This is an optimization exercise on Yosys and OpenROAD, whose aim is small area and a short achievable clock period, not a production implementation.
At most, simulation tests tie the RTL to the original design; equivalence was not proved.
Power figures rest on the tool's default switching activity, not on a simulated workload.

== run G ==
Design xgmii_rx_stats_top, start of the top module:
module xgmii_rx_stats_top (
    input  logic          sys_clk,
    input  logic          sys_rst,
    input  logic [255:0]  xgmii_rxd,
    input  logic [31:0]   xgmii_rxc,
    input  logic          clear,
    output logic          sec_tick,
    output logic [63:0]   rx_pps,
    output logic [63:0]   rx_throughput,
    output logic [63:0]   rx_errors
);
For scale: ~3200 cells after synthesis, roughly 0.027 mm² of cells after synthesis.
==> module xgmii_rx_stats, before the edit <==
module xgmii_rx_stats #(
    parameter int NCH           = 4,
    parameter int CNT_W         = 16,
    parameter int TICKS_PER_SEC = 50000,
    parameter int MAX_LEN       = 1518
) (
    input  logic                 sys_clk,
    input  logic                 sys_rst,
    input  logic [64*NCH-1:0]    xgmii_rxd,
    input  logic [8*NCH-1:0]     xgmii_rxc,
    input  logic                 clear,
    output logic                 sec_tick,
    output logic [CNT_W*NCH-1:0] rx_pps,
    output logic [CNT_W*NCH-1:0] rx_throughput,
    output logic [CNT_W*NCH-1:0] rx_errors
);
    localparam int TW = (TICKS_PER_SEC > 1) ?
                        $clog2(TICKS_PER_SEC) : 1;
    localparam logic [TW-1:0] TC = TW'(TICKS_PER_SEC - 1);
    localparam int LW = 12;
    localparam logic [LW-1:0] LMAX = {1'b0, {(LW-1){1'b1}}};
    localparam int PW0 = $clog2(8 * TICKS_PER_SEC / 73 + 2);
    localparam int PW  = (PW0 < CNT_W) ? PW0 : CNT_W;
    logic [TW-1:0] win_q;
    logic          tick_q;
    logic          win_end;
    assign win_end = (win_q == TC);
    always_ff @(posedge sys_clk or posedge sys_rst) begin
        if (sys_rst) begin
            win_q  <= '0;
            tick_q <= 1'b0;
        end else begin
            win_q  <= (clear || win_end) ? '0 : win_q + 1'b1;
            tick_q <= !clear && win_end;
        end
    end
    assign sec_tick = tick_q;
    for (genvar k = 0; k < NCH; k++) begin : g_ch
        logic             st_q;
        logic [LW-1:0]    lm_q, lm_d;
        logic [PW-1:0]    pps_q, opps_q, p;
        logic [CNT_W-1:0] byt_q, err_q;
        logic [CNT_W-1:0] obyt_q, oerr_q;
        logic [CNT_W-1:0] b, e;
        logic [7:0] ctl, dat, trm, erl, bnd;
        logic       s0, s4;
        logic [8:0] nb;              
        logic [3:0] ds;              
        logic       eb;              
        logic       any_b, any_ft, good;
        logic [1:0]     err_n;
        logic [CNT_W:0] es, bx, by;
        logic [3:0]     esj;
        logic [7:0]     bsj;
        logic [7:0] rng;             
        always_comb begin
            for (int i = 0; i < 8; i++) begin
                logic [7:0] byt;
                logic       hi;
                byt    = xgmii_rxd[64*k + 8*i +: 8];
                hi     = &byt[7:3];
                ctl[i] = xgmii_rxc[8*k + i];
                dat[i] = !ctl[i];
                trm[i] = ctl[i] && hi && byt[2:0] == 3'b101;
                erl[i] = ctl[i] && hi && byt[2:0] == 3'b110;
            end
            s0 = ctl[0] && xgmii_rxd[64*k +: 8] == 8'hFB;
            s4 = ctl[4] && xgmii_rxd[64*k + 32 +: 8] == 8'hFB;
            bnd = trm | {3'b000, s4, 3'b000, s0};
            nb[0] = 1'b1;
            for (int i = 0; i < 8; i++)
                nb[i+1] = nb[i] && !bnd[i];
            any_b  = !nb[8];
            any_ft = |(trm & nb[7:0]);
            eb     = |(erl & nb[7:0]);
            begin
                logic [2:0] da, db;
                logic [4:0] nbb;     
                nbb[0] = 1'b1;
                for (int i = 0; i < 4; i++)
                    nbb[i+1] = nbb[i] && !bnd[4+i];
                da = 3'd0;
                db = 3'd0;
                for (int i = 0; i < 4; i++) begin
                    if (dat[i] && nb[i]) da = da + 3'd1;
                    if (dat[4+i] && nbb[i]) db = db + 3'd1;
                end
                ds = {1'b0, da} + (nb[4] ? {1'b0, db} : 4'd0);
            end
            for (int j = 0; j < 8; j++)
                rng[j] = !lm_q[LW-1] &&
                         (lm_q >= LW'(64 - j)) &&
                         (lm_q <= LW'(MAX_LEN - j));
            good = st_q && any_ft && !eb && rng[ds[2:0]];
            err_n = {1'b0, st_q && any_b && !good}
                  + {1'b0, s0 && |bnd[7:1]}
                  + {1'b0, s4 && |trm[7:5]};
            for (int j = 0; j < 4; j++)
                esj[j] = ({1'b0, err_q} + (CNT_W+1)'(j)) >> CNT_W;
            es = {1'b0, err_q} + {{(CNT_W-1){1'b0}}, err_n};
            e  = esj[err_n] ? '1 : es[CNT_W-1:0];
            p = pps_q + {{(PW-1){1'b0}}, good};
            bx = {1'b0, byt_q} + {{(CNT_W+2-LW){1'b0}}, lm_q[LW-2:0]};
            for (int j = 0; j < 8; j++)
                bsj[j] = (bx + (CNT_W+1)'(j)) >> CNT_W;
            by = bx + {{(CNT_W-2){1'b0}}, ds[2:0]};
            b  = !good ? byt_q : (bsj[ds[2:0]] ? '1 : by[CNT_W-1:0]);
            if (!any_b) begin
                logic [LW-1:0] ls;
                ls   = lm_q + {{(LW-4){1'b0}}, ds};
                lm_d = (eb || (!lm_q[LW-1] && ls[LW-1])) ?
                       LMAX : ls;
            end else if (s4) begin
                lm_d = (|erl[7:5]) ? LMAX :
                       LW'($countones(dat[7:5])) - LW'(7);
            end else begin
                lm_d = (|erl[7:1]) ? LMAX :
                       LW'($countones(dat[7:1])) - LW'(7);
            end
        end
        always_ff @(posedge sys_clk or posedge sys_rst) begin
            if (sys_rst) begin
                st_q   <= 1'b0;
                pps_q  <= '0;
                byt_q  <= '0;
                err_q  <= '0;
                opps_q <= '0;
                obyt_q <= '0;
                oerr_q <= '0;
            end else begin
                if (any_b)
                    st_q <= (s4 && !(|trm[7:5])) || (s0 && !(|bnd[7:1]));
                if (clear) begin
                    pps_q  <= '0;
                    byt_q  <= '0;
                    err_q  <= '0;
                    opps_q <= '0;
                    obyt_q <= '0;
                    oerr_q <= '0;
                end else if (win_end) begin
                    pps_q  <= '0;
                    byt_q  <= '0;
                    err_q  <= '0;
                    opps_q <= p;
                    obyt_q <= b;
                    oerr_q <= e;
                end else begin
                    pps_q  <= p;
                    byt_q  <= b;
                    err_q  <= e;
                end
            end
        end
        always_ff @(posedge sys_clk)
            lm_q <= lm_d;
        assign rx_pps[CNT_W*k +: CNT_W]        = CNT_W'(opps_q);
        assign rx_throughput[CNT_W*k +: CNT_W] = obyt_q;
        assign rx_errors[CNT_W*k +: CNT_W]     = oerr_q;
    end
endmodule
clock: 20.0 ns
lec_check: 0
cap_margin: 20
core_margin: 2
core_utilization: 40
cts_cluster_diameter: 100
cts_cluster_size: 24
slew_margin: 20
standard.sh (not shown) runs the stock make flow with config.mk's settings and CLKGATE_MAP_FILE= SYNTH_SCRIPT=/design/flow/synth_recipe.tcl, a recipe that flattens the netlist after the stock synthesis.
==> flow/flow/run.sh <==
#!/bin/bash
# The standard layout (standard.sh) with these changes:
#  - synthesis: the standard script (synth_recipe.tcl) with ABC run on
#    flow/map.abc instead of ORFS's speed script, and adders left to ABC
#    (no full-adder cell mapping); registers are mapped exactly as before;
#  - port buffers are plain buf_1 cells;
#  - timing repair aims SETUP_SLACK_MARGIN ns beyond the constraint.
set -euo pipefail
here=$(pwd)
export MY_ABC_SCRIPT=$here/flow/map.abc
export ADDER_MAP_FILE=
export BUFFER_PORTS_ARGS="-buffer_cell sky130_fd_sc_hd__buf_1"
export SETUP_SLACK_MARGIN=${SETUP_SLACK_MARGIN:-12.25}
sed "s#SYNTH_SCRIPT=[^ ]*#SYNTH_SCRIPT=$here/flow/synth.tcl#" standard.sh > standard_own.sh
grep -q "SYNTH_SCRIPT=$here/flow/synth.tcl" standard_own.sh
bash standard_own.sh > flow_make.log 2>&1
==> flow/flow/map.abc <==
strash
&get -n
&syn2
&dch -f
&nf
&put
buffer -c
upsize -c
dnsize -c
==> flow/flow/synth.tcl <==
proc synth {args} { yosys synth -nofsm -noshare {*}$args }
proc abc {args} {
  set i [lsearch -exact $args -script]
  if { $i >= 0 && [info exists ::env(MY_ABC_SCRIPT)] && $::env(MY_ABC_SCRIPT) ne "" } {
    lset args [expr { $i + 1 }] $::env(MY_ABC_SCRIPT)
  }
  yosys abc {*}$args
}
source $::env(SCRIPTS_DIR)/synth.tcl
# left out here: clear keep_hierarchy, flatten, clean up, hide names made inside functions, write 1_2_yosys.v
Run G: no failed stages, no open violations at the end
Input changes introduced in run B (baseline for comparison: run G):
--- a/flow/design.v
+++ b/flow/design.v
@@ -46,4 +46,6 @@
         logic       s0, s4;
         logic [8:0] nb;              
+        logic [8:0] fst;             
+        logic [3:0] pc [9];          
         logic [3:0] ds;              
         logic       eb;              
@@ -71,21 +73,22 @@
             for (int i = 0; i < 8; i++)
                 nb[i+1] = nb[i] && !bnd[i];
+            fst = {nb[8], bnd & nb[7:0]};
             any_b  = !nb[8];
             any_ft = |(trm & nb[7:0]);
             eb     = |(erl & nb[7:0]);
-            begin
-                logic [2:0] da, db;
-                logic [4:0] nbb;     
-                nbb[0] = 1'b1;
-                for (int i = 0; i < 4; i++)
-                    nbb[i+1] = nbb[i] && !bnd[4+i];
-                da = 3'd0;
-                db = 3'd0;
-                for (int i = 0; i < 4; i++) begin
-                    if (dat[i] && nb[i]) da = da + 3'd1;
-                    if (dat[4+i] && nbb[i]) db = db + 3'd1;
-                end
-                ds = {1'b0, da} + (nb[4] ? {1'b0, db} : 4'd0);
-            end
+            pc[0] = 4'd0;
+            pc[1] = {3'd0, dat[0]};
+            pc[2] = {3'd0, dat[0]} + {3'd0, dat[1]};
+            pc[3] = pc[2] + {3'd0, dat[2]};
+            pc[4] = pc[2] + ({3'd0, dat[2]} + {3'd0, dat[3]});
+            pc[5] = pc[4] + {3'd0, dat[4]};
+            pc[6] = pc[4] + ({3'd0, dat[4]} + {3'd0, dat[5]});
+            pc[7] = pc[4] + ({3'd0, dat[4]} + {3'd0, dat[5]} +
+                             {3'd0, dat[6]});
+            pc[8] = pc[4] + ({3'd0, dat[4]} + {3'd0, dat[5]} +
+                             {3'd0, dat[6]} + {3'd0, dat[7]});
+            ds = 4'd0;
+            for (int i = 0; i < 9; i++)
+                ds = ds | (fst[i] ? pc[i] : 4'd0);
             for (int j = 0; j < 8; j++)
                 rng[j] = !lm_q[LW-1] &&
@@ -113,8 +116,8 @@
             end else if (s4) begin
                 lm_d = (|erl[7:5]) ? LMAX :
-                       LW'($countones(dat[7:5])) - LW'(7);
+                       LW'(pc[8] - pc[5]) - LW'(7);
             end else begin
                 lm_d = (|erl[7:1]) ? LMAX :
-                       LW'($countones(dat[7:1])) - LW'(7);
+                       LW'(pc[8] - pc[1]) - LW'(7);
             end
         end
[summary]
In run B, the full die area came out 1.0% above the value in run G.
The internal cell power in run B was higher than what run G gave.
Going from run G to run B, total number of cells along the worst setup path shrank by a few percent.
Delta(fraction of power spent switching nets, run B - run G) > 0
Run B ended up with a higher non-clock buffer count than run G did.
Between run B and run G, the area growth from synthesis to layout is higher for run B.
For run G, only the layout was checked, not whether the RTL still works.

static timing again, ports no longer ideal:
The flow's constraints put no driver on any port. The routed layouts listed below were extracted and timed again, unchanged, in two steps.
Step 1 assumes that a clkbuf_16 drives the clock port and a buf_2 every other input.
Step 2 times the ports against the registers' clock, not the clock port: input delays grow and output delays shrink by t, the midpoint of the rising clock arrivals with the driver on.
Slacks: no drivers / after step 1 / after step 2; pairs: no drivers / after step 1.
run | t, ns | setup slack, ns | latest minus earliest clock arrival (ns)
run G | 0.627 | 12.216 / 12.243 / 11.616 | 0.027 / 0.027
run B | 0.641 | 12.303 / 12.313 / 11.672 | 0.022 / 0.022
After both steps every run listed still meets setup and hold. For run B, which loses most, drivers alone change the setup slack by +0.010 ns; drivers and shift together by -0.631 ns.
